This design comes from an exercise in tuning for small area on the open sky130 flow, not from production work.
Only simulation tests tie the RTL to the original design; equivalence was not proved.
In this run the design's own scripts or RTL, not TritonCTS, make the clock network.
The clock input has no modelled driver; a real chip could not lean on it and would need a root buffer or a full tree.
Power figures rest on the tool's default switching activity, not on a simulated workload.

===== config.mk =====
export PLATFORM = sky130hd
export DESIGN_NAME = encoder_trigger
export DESIGN_NICKNAME = encoder_trigger
export VERILOG_FILES = /design/flow/design.v
export SDC_FILE = /design/flow/constraint.sdc
export NUM_CORES = 4
export LEC_CHECK = 0
export ABC_AREA = 1
export CAP_MARGIN = 20
export CORE_MARGIN = 2
export CORE_UTILIZATION = 65
export PLACE_DENSITY = 0.8
export SLEW_MARGIN = 20

===== constraint.sdc =====
create_clock -name core_clock -period 8.0 [get_ports {clk}]
set_input_delay 1.6000 -clock core_clock [delete_from_list [all_inputs] [get_ports {clk}]]
set_output_delay 1.6000 -clock core_clock [all_outputs]
set_load 0.01 [all_outputs]

===== design.v =====
package enc_pkg;
    localparam int cfg_w = 32;
    typedef enum logic [1:0] {
        cnt_single = 2'd0,   
        cnt_x1     = 2'd1,   
        cnt_x2     = 2'd2,   
        cnt_x4     = 2'd3    
    } cnt_mode_e;
    typedef enum logic {
        dir_forward = 1'b0,
        dir_both    = 1'b1
    } dir_mode_e;
    typedef struct packed {
        logic             en;
        logic [cfg_w-1:0] filt_time;     
        logic [cfg_w-1:0] skip_pulses;   
        cnt_mode_e        cnt_mode;
        dir_mode_e        dir_mode;
        logic [cfg_w-1:0] div;           
    } enc_cfg_t;
    typedef struct packed {
        logic a;
        logic b;
    } chan_t;
    typedef struct packed {
        logic a_rise;
        logic a_fall;
        logic b_rise;
        logic b_fall;
    } edges_t;
    typedef struct packed {
        logic up;
        logic down;
    } step_t;
endpackage
`timescale 1ns/1ps
module encoder_trigger #(
    parameter int POS_W  = 40,
    parameter int TIME_W = enc_pkg::cfg_w
) (
    input  logic                      clk,
    input  logic                      rst,
    input  logic                      cfg_en,
    input  logic [enc_pkg::cfg_w-1:0] cfg_filt_time,
    input  logic [enc_pkg::cfg_w-1:0] cfg_skip_pulses,
    input  logic [1:0]                cfg_cnt_mode,
    input  logic                      cfg_dir_mode,
    input  logic [enc_pkg::cfg_w-1:0] cfg_div,
    input  logic                      enc_a,
    input  logic                      enc_b,
    output logic                      trigger
);
    logic [1:0]        sync_a, sync_b;
    logic [TIME_W-1:0] stable_a, stable_b;
    logic              level_a, level_b;
    logic              level_a_q, level_b_q;
    always_ff @(posedge clk or posedge rst) begin
        if (rst) begin
            sync_a <= '0;
            sync_b <= '0;
        end else begin
            sync_a <= {sync_a[0], enc_a};
            sync_b <= {sync_b[0], enc_b};
        end
    end
    logic              clr_a;
    logic [TIME_W:0]   tog_sa;
    logic [TIME_W-1:0] stable_a_next;
    assign clr_a     = rst | ~cfg_en | (sync_a[0] ^ sync_a[1]);
    assign tog_sa[0] = 1'b1;
    for (genvar i = 0; i < TIME_W; i++) begin : g_sa
        assign tog_sa[i + 1]    = tog_sa[i] & stable_a[i];
        assign stable_a_next[i] = (stable_a[i] ^ tog_sa[i]) & ~clr_a;
    end
    always_ff @(posedge clk) begin
        stable_a <= stable_a_next;
    end
    logic              clr_b;
    logic [TIME_W:0]   tog_sb;
    logic [TIME_W-1:0] stable_b_next;
    assign clr_b     = rst | ~cfg_en | (sync_b[0] ^ sync_b[1]);
    assign tog_sb[0] = 1'b1;
    for (genvar i = 0; i < TIME_W; i++) begin : g_sb
        assign tog_sb[i + 1]    = tog_sb[i] & stable_b[i];
        assign stable_b_next[i] = (stable_b[i] ^ tog_sb[i]) & ~clr_b;
    end
    always_ff @(posedge clk) begin
        stable_b <= stable_b_next;
    end
    always_ff @(posedge clk or posedge rst) begin
        if (rst) begin
            level_a <= 1'b0;
            level_b <= 1'b0;
        end else begin
            if (!cfg_en || stable_a == cfg_filt_time) level_a <= sync_a[1];
            if (!cfg_en || stable_b == cfg_filt_time) level_b <= sync_b[1];
        end
    end
    always_ff @(posedge clk) begin
        level_a_q <= level_a;
        level_b_q <= level_b;
    end
    logic a_rise, a_fall, b_rise, b_fall;
    logic dec_up, dec_down;
    assign a_rise = level_a & ~level_a_q;
    assign a_fall = ~level_a & level_a_q;
    assign b_rise = level_b & ~level_b_q;
    assign b_fall = ~level_b & level_b_q;
    always_comb begin
        dec_up   = 1'b0;
        dec_down = 1'b0;
        case (cfg_cnt_mode)
            2'd0: begin
                dec_up = a_rise;
            end
            2'd1: begin
                dec_up   = a_rise & ~level_b;
                dec_down = a_rise & level_b;
            end
            2'd2: begin
                dec_up   = (a_rise & ~level_b) | (a_fall & level_b);
                dec_down = (a_rise & level_b) | (a_fall & ~level_b);
            end
            default: begin
                dec_up   = (a_rise & ~level_b) | (a_fall & level_b)
                         | (b_rise & level_a) | (b_fall & ~level_a);
                dec_down = (a_rise & level_b) | (a_fall & ~level_b)
                         | (b_rise & ~level_a) | (b_fall & level_a);
            end
        endcase
    end
    logic              skipping, tracking, gate_off;
    logic              step_up, step_down;
    logic [31:0]       cnt_a, cnt_b;
    logic [32:0]       tog_a;
    logic [32:0]       tog_b;
    logic [31:0]       sum_a, sum_b;
    logic [39:0]       dist_next;
    logic              skip_zero, div_one, a_zero, b_zero, gate_done;
    logic              go_down, hit_fwd, hit_back, fire, load_skip, keep;
    assign gate_off  = ~skipping & ~tracking;
    assign skip_zero = (cfg_skip_pulses == '0);
    assign div_one   = (cfg_div == 32'd1);
    assign a_zero    = (cnt_a == '0);
    assign b_zero    = (cnt_b == '0);
    assign gate_done = gate_off ? skip_zero : (a_zero & (b_zero | (cfg_cnt_mode == 2'd0)));
    assign go_down  = skipping | step_down;
    assign tog_a[0] = skipping ? (a_rise & ~a_zero) : (step_up | step_down);
    for (genvar i = 0; i < 32; i++) begin : g_a
        assign sum_a[i]     = cnt_a[i] ^ tog_a[i];
        assign tog_a[i + 1] = tog_a[i] & (cnt_a[i] ^ go_down);
    end
    assign tog_b[0] = skipping ? (b_rise & ~b_zero) : tog_a[32];
    for (genvar i = 0; i < 32; i++) begin : g_b
        assign sum_b[i] = cnt_b[i] ^ tog_b[i];
        if (i < 8) begin : g_dn
            assign tog_b[i + 1] = tog_b[i] & (cnt_b[i] ^ go_down);
        end else begin : g_sk
            assign tog_b[i + 1] = tog_b[i] & ~cnt_b[i];
        end
    end
    assign dist_next = {sum_b[7:0], sum_a};
    assign hit_fwd  = (dist_next == {7'd0, cfg_div, 1'b0});
    assign hit_back = (dist_next == 40'd0);
    assign fire     = tracking ? ((step_up & hit_fwd) | (step_down & cfg_dir_mode & hit_back))
                    : (gate_off & (step_up | (step_down & cfg_dir_mode)) & div_one);
    assign load_skip = cfg_en & gate_off & ~skip_zero;
    assign keep      = ~rst & cfg_en & ~gate_off & ~(skipping & gate_done) & ~(tracking & fire);
    always_ff @(posedge clk) begin
        begin
            cnt_a <= keep ? sum_a : (load_skip ? cfg_skip_pulses : cfg_div);
            cnt_b <= keep ? sum_b : (load_skip ? cfg_skip_pulses : 32'd0);
        end
    end
    always_ff @(posedge clk or posedge rst) begin
        if (rst) begin
            step_up   <= 1'b0;
            step_down <= 1'b0;
        end else if (tracking) begin
            step_up   <= dec_up & ~dec_down;
            step_down <= dec_down & ~dec_up;
        end else begin
            step_up   <= cfg_en & step_up & ~fire;
            step_down <= cfg_en & step_down & ~fire;
        end
    end
    always_ff @(posedge clk or posedge rst) begin
        if (rst) begin
            skipping <= 1'b0;
            tracking <= 1'b0;
            trigger  <= 1'b0;
        end else begin
            tracking <= cfg_en & (tracking | gate_done);
            skipping <= cfg_en & ~tracking & ~gate_done;
            trigger  <= cfg_en & fire;
        end
    end
endmodule

===== flow/run.sh =====
#!/bin/bash
# Own layout flow: the standard synthesis, then its combinational logic re-mapped by ABC
# for area (registers untouched; each re-mapped netlist must be proven equal to the standard
# one, and the smallest proven one is used), then the standard layout with
# sky130_fd_sc_hd__buf_1 as the port buffer and, if flow/mycts.env is there, a hand-built
# clock tree (flow/mycts.tcl). Each tool's output goes to a log_*.log file in
# the work folder.
set -euo pipefail
W=$(pwd)
F=$W/flow
R=$W/orfs/results/$FLOW_PLATFORM/encoder_trigger/base
L=$W/orfs/logs/$FLOW_PLATFORM/encoder_trigger/base
export LIB=$FLOW_HOME/platforms/sky130hd/lib/sky130_fd_sc_hd__tt_025C_1v80.lib
export TOP=$FLOW_TOP
export BUFFER_PORTS_ARGS="-buffer_cell sky130_fd_sc_hd__buf_1"
# the clock tree: flow/mycts.tcl builds it when flow/mycts.env asks for it
if [[ -f $F/mycts.env ]]; then
    source $F/mycts.env
    export PRE_CTS_TCL=$F/mycts.tcl MYCTS_GX MYCTS_GY MYCTS_LEAF MYCTS_ROOT
fi

bash standard.sh synth > $W/log_1_standard_synth.log 2>&1
cp $R/1_2_yosys.v $W/std_1_2_yosys.v
python3 $F/cut.py $W/std_1_2_yosys.v $W/cut_std.v > $W/log_3_cut_std.log 2>&1
IN_V=$W/cut_std.v OUT_BLIF=$W/cut_std.blif yosys -c $F/toblif.tcl > $W/log_4_blif_std.log 2>&1
DU=$(grep -m1 "^abc -script" $L/1_2_yosys.log | grep -o -- "-dont_use [A-Za-z0-9_]*" | tr '\n' ' ')

# one re-mapping: $1 its number, $2 the deepsyn seed, $3 an extra ABC step
remap() {
    local k=$1
    sed -e "s/@SEED@/$2/" -e "s/@EXTRA@/$3/" $F/reabc.abc > $W/reabc_$k.abc
    STD_V=$W/std_1_2_yosys.v NEW_V=$W/area_$k.v ABC_SCRIPT=$W/reabc_$k.abc DONT_USE="$DU" \
        yosys -c $F/reabc.tcl > $W/log_2_remap_$k.log 2>&1 || return 1
    python3 $F/cut.py $W/area_$k.v $W/cut_area_$k.v > $W/log_3_cut_$k.log 2>&1 || return 1
    IN_V=$W/cut_area_$k.v OUT_BLIF=$W/cut_area_$k.blif yosys -c $F/toblif.tcl > $W/log_4_blif_$k.log 2>&1 || return 1
    yosys-abc -c "cec -n $W/cut_std.blif $W/cut_area_$k.blif" > $W/log_5_cec_$k.log 2>&1 || return 1
    grep -q "Networks are equivalent" $W/log_5_cec_$k.log || return 1
    # the same registers, by name and cell type
    diff <(grep -oE "sky130_fd_sc_hd__(df|ed|sdf)[a-z0-9_]+ +[^ ]+" $W/std_1_2_yosys.v | sort) \
         <(grep -oE "sky130_fd_sc_hd__(df|ed|sdf)[a-z0-9_]+ +[^ ]+" $W/area_$k.v | sort) > $W/log_6_regs_$k.log 2>&1 || return 1
    grep "Chip area" $W/log_2_remap_$k.log | awk '{print $NF}' > $W/area_$k.txt
}

remap 1 1 "" &
remap 2 7 "" &
remap 3 3 "amap -m\nstrash" &
remap 4 5 "amap -m\nstrash" &
wait || true

best=""
for k in 1 2 3 4; do
    if [[ -s $W/area_$k.txt ]]; then
        a=$(cat $W/area_$k.txt)
        echo "re-mapping $k: area $a, proven equal"
        if [[ -z $best ]] || awk "BEGIN{exit !($a < $(cat $W/area_$best.txt))}"; then best=$k; fi
    else
        echo "re-mapping $k: failed or not proven"
    fi
done
if [[ -n $best ]]; then
    echo "using re-mapping $best"
    cp $W/area_$best.v $R/1_2_yosys.v
    rm -f $R/1_synth.odb
else
    echo "keeping the standard netlist"
fi

bash standard.sh > $W/log_7_standard_layout.log 2>&1

===== flow/cut.py =====
#!/usr/bin/env python3
"""Turn every flip-flop of a yosys-written netlist into cut points: its Q becomes an input port
and each of its other pins an output port, named after the instance, so two netlists with the
same flip-flops can be compared as combinational logic."""
import re, sys
src = open(sys.argv[1]).read()
inst_re = re.compile(r'^\s*(sky130_fd_sc_hd__(?:df|ed|sdf)\w+)\s+(\\\S+\s|\S+)\s*\((.*?)\);\s*$', re.M | re.S)
pin_re = re.compile(r'\.(\w+)\s*\(\s*(.*?)\s*\)\s*(?:,|$)', re.S)
names = {}
extra_ports, extra_decl, extra_assign = [], [], []
def repl(m):
    cell, name, body = m.group(1), m.group(2).strip(), m.group(3)
    key = re.sub(r'[^A-Za-z0-9_]', '_', name.lstrip('\\'))
    assert key not in names, key
    names[key] = 1
    for pin, net in pin_re.findall(body):
        if pin == 'CLK':
            continue
        port = f'cut_{key}_{pin}'
        extra_ports.append(port)
        if pin in ('Q', 'Q_N'):
            extra_decl.append(f'  input {port};')
            extra_assign.append(f'  assign {net} = {port} ;')
        else:
            extra_decl.append(f'  output {port};')
            extra_assign.append(f'  assign {port} = {net} ;')
    return ''
out = inst_re.sub(repl, src)
m = re.search(r'module\s+(\S+)\s*\((.*?)\);', out, re.S)
out = out[:m.end(2)] + ', ' + ', '.join(extra_ports) + out[m.end(2):]
i = out.index(';', m.start()) + 1
out = out[:i] + '\n' + '\n'.join(extra_decl) + '\n' + out[i:]
j = out.rindex('endmodule')
out = out[:j] + '\n'.join(extra_assign) + '\n' + out[j:]
open(sys.argv[2], 'w').write(out)
print(len(names), 'flip-flops cut')

===== flow/mycts.env =====
MYCTS_GX=2
MYCTS_GY=4
MYCTS_LEAF=sky130_fd_sc_hd__clkbuf_8
MYCTS_ROOT=sky130_fd_sc_hd__clkbuf_16

===== flow/mycts.tcl =====
# Hand-built clock tree, sourced before ORFS's CTS step (PRE_CTS_TCL): the clock port drives one
# root buffer, which drives one leaf buffer per cell of a grid of register groups (MYCTS_GX columns
# by x, MYCTS_GY rows by y within each); the ORFS clock_tree_synthesis call that follows is a no-op.
set ctsbuf [expr {[info exists ::env(MYCTS_LEAF)] ? $::env(MYCTS_LEAF) : "sky130_fd_sc_hd__clkbuf_8"}]
set rootbuf [expr {[info exists ::env(MYCTS_ROOT)] ? $::env(MYCTS_ROOT) : "sky130_fd_sc_hd__clkbuf_8"}]
set gx [expr {[info exists ::env(MYCTS_GX)] ? $::env(MYCTS_GX) : 2}]
set gy [expr {[info exists ::env(MYCTS_GY)] ? $::env(MYCTS_GY) : 2}]
set block [ord::get_db_block]
set clkport [lindex [get_ports clk] 0]
set clknet [$block findNet clk]
set sinks {}
foreach it [$clknet getITerms] {
    lappend sinks $it
}
set n [llength $sinks]
# positions
set xs {}; set ys {}
foreach it $sinks {
    set bb [[$it getInst] getBBox]
    lappend xs [expr {([$bb xMin] + [$bb xMax]) / 2}]
    lappend ys [expr {([$bb yMin] + [$bb yMax]) / 2}]
}
# gx columns by x quantile, then gy groups by y quantile within each column
set order {}
for {set i 0} {$i < $n} {incr i} { lappend order [list $i [lindex $xs $i] [lindex $ys $i]] }
set order [lsort -integer -index 1 $order]
array set grp {}
for {set c 0} {$c < $gx} {incr c} {
    set col [lrange $order [expr {$c * $n / $gx}] [expr {($c + 1) * $n / $gx - 1}]]
    set col [lsort -integer -index 2 $col]
    set m [llength $col]
    for {set r 0} {$r < $gy} {incr r} {
        foreach e [lrange $col [expr {$r * $m / $gy}] [expr {($r + 1) * $m / $gy - 1}]] {
            lappend grp([expr {$c * $gy + $r}]) [lindex $e 0]
        }
    }
}
set master [[ord::get_db] findMaster $ctsbuf]
set rmaster [[ord::get_db] findMaster $rootbuf]
set rootnet [odb::dbNet_create $block clknet_root]
$rootnet setSigType CLOCK
set root [odb::dbInst_create $block $rmaster clkbuf_root]
[$root findITerm A] connect $clknet
[$root findITerm X] connect $rootnet
set lsx 0; set lsy 0; set nl 0
foreach g [lsort [array names grp]] {
    set net [odb::dbNet_create $block clknet_leaf_$g]
    $net setSigType CLOCK
    set buf [odb::dbInst_create $block $master clkbuf_leaf_$g]
    [$buf findITerm A] connect $rootnet
    [$buf findITerm X] connect $net
    set cx 0; set cy 0
    foreach i $grp($g) {
        set it [lindex $sinks $i]
        $it disconnect
        $it connect $net
        set cx [expr {$cx + [lindex $xs $i]}]; set cy [expr {$cy + [lindex $ys $i]}]
    }
    set k [llength $grp($g)]
    set cx [expr {$cx / $k}]; set cy [expr {$cy / $k}]
    $buf setLocation $cx $cy
    $buf setPlacementStatus PLACED
    set lsx [expr {$lsx + $cx}]; set lsy [expr {$lsy + $cy}]; incr nl
    puts "clock leaf $g: $k registers at ($cx, $cy)"
}
$clknet setSigType CLOCK
$root setLocation [expr {$lsx / $nl}] [expr {$lsy / $nl}]
$root setPlacementStatus PLACED
set_propagated_clock [all_clocks]
rename clock_tree_synthesis orfs_clock_tree_synthesis_unused
proc clock_tree_synthesis {args} { puts "clock tree built by hand; clock_tree_synthesis skipped" }

===== flow/reabc.abc =====
strash
&get -n
&deepsyn -T 30 -S @SEED@
&put
strash
&get -n
&dch -f
&nf -a -R 1000
&put
strash
@EXTRA@
&get -n
&dch -f
&nf -a -R 1000
&put

===== flow/reabc.tcl =====
# re-map the combinational logic of the standard synthesis for area; registers are kept as they are
yosys -import
set lib $::env(LIB)
read_liberty -ignore_miss_func $lib
blackbox sky130_fd_sc_hd__df* sky130_fd_sc_hd__ed* sky130_fd_sc_hd__sdf* sky130_fd_sc_hd__conb_1
read_verilog $::env(STD_V)
hierarchy -top $::env(TOP)
flatten
opt_clean
abc -liberty $lib {*}$::env(DONT_USE) -script $::env(ABC_SCRIPT)
opt_clean -purge
hilomap -singleton -hicell sky130_fd_sc_hd__conb_1 HI -locell sky130_fd_sc_hd__conb_1 LO
opt_clean -purge
stat -liberty $lib
write_verilog -noattr -noexpr -nohex -nodec $::env(NEW_V)

===== flow/toblif.tcl =====
yosys -import
read_liberty -ignore_miss_func $::env(LIB)
read_verilog $::env(IN_V)
hierarchy -top $::env(TOP)
flatten
opt_clean -purge
techmap
opt_clean -purge
write_blif -gates $::env(OUT_BLIF)

===== standard.sh =====
#!/bin/bash
# synth_recipe.tcl (not shown) runs the flow's synth.tcl, then flattens the netlist and writes it again
# the make line also repeats each setting of config.mk as NAME=value (left out here)
make -C /OpenROAD-flow-scripts/flow DESIGN_CONFIG=/design/flow/config.mk WORK_HOME=/design/flow/orfs CLKGATE_MAP_FILE= SYNTH_SCRIPT=/design/flow/synth_recipe.tcl "${@:-finish}"

==> metrics.yaml <==
run_status:
  status: "finished with violations"
  violations: "negative setup slack"
sta:
  finalSetupTns_ns: -0.0491
  finalWorstSetupSlack_ns: -0.0491
  hold_slack_ns: 0.406
  rsz0062_at_grt: "yes"
  finalHoldViolCount: 0
  setup_viol: 1
  fin_crit_ns: 8.05
  finalMaxSlewViolations: 0
  period_share_pct: 101
  slew-limit-headroom_pct: 34.2
  worstMarginPinSlew_ns: 0.984
  skew_ns: 0.0102
  fmaxAchievable_mhz: 124
power:
  p_leak_nw: 3.09
  p_total_w: 0.00177
  switching_share_pct: 35.9
  clockPowerShare_pct: 18.2
  p_per_area_mw_per_mm2: 201
  seqPwrFrac_pct: 48.9
  switching_power_w: 0.000637
  p_int_w: 0.00114
  pwr-share-comb_pct: 32.9
  irDropWorstVdd_mv: 0.142
clock_network:
  holdBufCountCts: 0
  clk_transition_reported_paths_ns: 0.11
  clk_latency_ns: 0.36
placed_design:
  place_hpwl_um: 17600
  post-place-ws_ns: -0.296
  place_inst: 1181
  numPortBuffers: 104
  place_congestion: 1.01
worst_setup_path:
  r2r-start: "cnt_a[15]"
  slowest_delay_ns: 0.43
  path_buf_inv: 0
  critPathTopFamily: "simple AND/OR/NAND/NOR gates"
  worstPathMaxFanout: 5
  crit_slowest_cell: "or4_4"
  start_kind: "flip-flop"
  worstPathArrival_ns: 8.31
  crit_type: "reg -> reg"
  r2r-end: "cnt_b[31]"
  reg2reg_depth: 42
  required_ns: 8.26
  cp-end-kind: "flip-flop"
  r2r_slack_ns: -0.05
routing:
  ant_nets: 0
  drc: 0
  via_per_inst: 6.40
  wl_um: 23200
  drt-initial-drc-count: 671
  first_pass_iters: 5
  via_count: 7767
  wl_per_cell_um: 19.1
yosys:
  syn-cell-area_mm2: 0.00740
  syn-num-nets: 1003
  ys_warn_count: 1
  syn_avg_cell_area_um2: 8.23
  syn_inst: 899
die:
  die-area_mm2: 0.0123
  dieWidth_um: 111
  die_y_um: 111
  row_count: 38
  initial_core_util_pct: 67.4
  io-pin-count: 105
  core-area_mm2: 0.0110
layout:
  final_cell_count_no_fill: 1213
  diodes: 0
  syn_to_final_growth_pct: 19.1
  drive_above_1_share_pct: 10.5
  nNetsFinal: 1179
grt:
  grt_max_degree: 47
  antenna_found_initial: 0
  grt_pass1_vias: 7336
  grt_pass1_wl_um: 35800
  track_usage_pct: 35.5
  grt.overflow.total: 0
hold_path:
  hold_path_end: "sync_a[1]"
  min_from: "sync_a[0]"
  hold_class: "reg -> reg"
  min_path_cells: 0
run:
  drv_cap: 0
## worst reg2reg max path: cells and delay by family (launching register included)
family / cells / cell delay [ns]
simple gates: 33 / 6.16
compound gates: 9 / 1.46
flops: 1 / 0.34
## cell usage in the layout, fill, tap and decap left out, drive strengths merged, types with 7 or more instances in the layout
cell type,n
and2,15
nand3,10
and3,29
nand4,13
o22ai,19
clkinv,49
clkbuf,9
xor2,55
nor2b,10
o211ai,32
a222oi,7
a211oi,8
nor2,67
xnor2,60
nand2,95
nand2b,7
nor4,35
buf,165
a2111oi,8
dfrtp,11
nor3,42
a21oi,63
o21a,7
o21ai,61
dfxtp,130
## cell type report
cell class | instances | area, µm²
Multi-Input combinational cell | 709 | 4570
Tap cell | 140 | 175
Timing Repair Buffer | 165 | 861
Inverter | 49 | 184
Sequential cell | 141 | 2890
Fill cell | 770 | 2170
Buffer | 9 | 135
## stage by stage
step           util, %  area (µm²)
6_report          80.3        8810
2_1_floorplan        -        7540
5_1_grt           80.3        8810
3_5_place_dp      76.5        8410
3_3_place_gp      76.5        8410
4_1_cts           78.1        8580
## layer usage
layer	vias to the layer above	global-route usage, %	part of all wire, %
met1	3529	42.8	38
li1	3655	-	-
met3	124	3.44	7.6
met4	0	21.0	7.5
met5	-	0	0
met2	459	61.6	47
## worst max path at each step
stage,startpoint,endpoint,slack [ns],depth (start not counted)
5_1_grt,cnt_a[14],cnt_b[31],-0.48,42
4_1_cts,cnt_a[14],cnt_b[31],0.002,42
3_3_place_gp,cnt_a[14],cnt_b[31],0.02,42
3_5_place_dp,cnt_a[14],cnt_b[31],-0.30,42
6_report,cnt_a[15],cnt_b[31],-0.05,42
2_1_floorplan,step_down,cnt_b[31],-0.14,39
## registers in the layout, summed over array words and instances, names as in the netlist
signal / cells
cnt_a: 32
cnt_b: 32
level_b: 1
step_up: 1
stable_a: 32
level_b_q: 1
step_down: 1
level_a: 1
sync_b: 2
trigger: 1
sync_a: 2
stable_b: 32
level_a_q: 1
tracking: 1
skipping: 1
## repair_timing
action	in CTS	in global routing
setup endpoints to repair	3	38
pin swaps	4	22
buffers inserted	3	20
gates resized for setup	2	26
## power groups by stage
stage               Sequential, W  Clock [W]  Combinational, W
floorplan                0.000869          0          0.000337
global placement         0.000867          0          0.000530
detailed placement       0.000874          0          0.000534
CTS                      0.000858   0.000324          0.000542
global route             0.000876   0.000345          0.000630
finish                   0.000867   0.000323          0.000584

afterwards: timing with drivers on the ports:
How much do the figures lean on ideal ports? The routed layout below was timed once more, with nothing changed but the port constraints.
Step 1, drivers: a clkbuf_16 drives clk and a buf_2 each remaining input, both assumed.
Step 2 adds t to the input delays and takes it off the output delays; t is the mean of the earliest and latest rising clock arrival at the registers after step 1. Input paths then give back, and output paths get back, about the clock's delay inside the block.
Three values: ideal ports, drivers, drivers and shift; two values: the first two.
t, ns: 0.392
slack for setup (ns): -0.049 / -0.049 / -0.049
worst hold slack (ns): 0.406 / 0.406 / 0.406
worst data-port slew with drivers (ns): 0.06
pins driven straight from the clock port: 1
For this run, drivers alone change the setup slack by 0.000 ns; drivers and shift together by 0.000 ns.
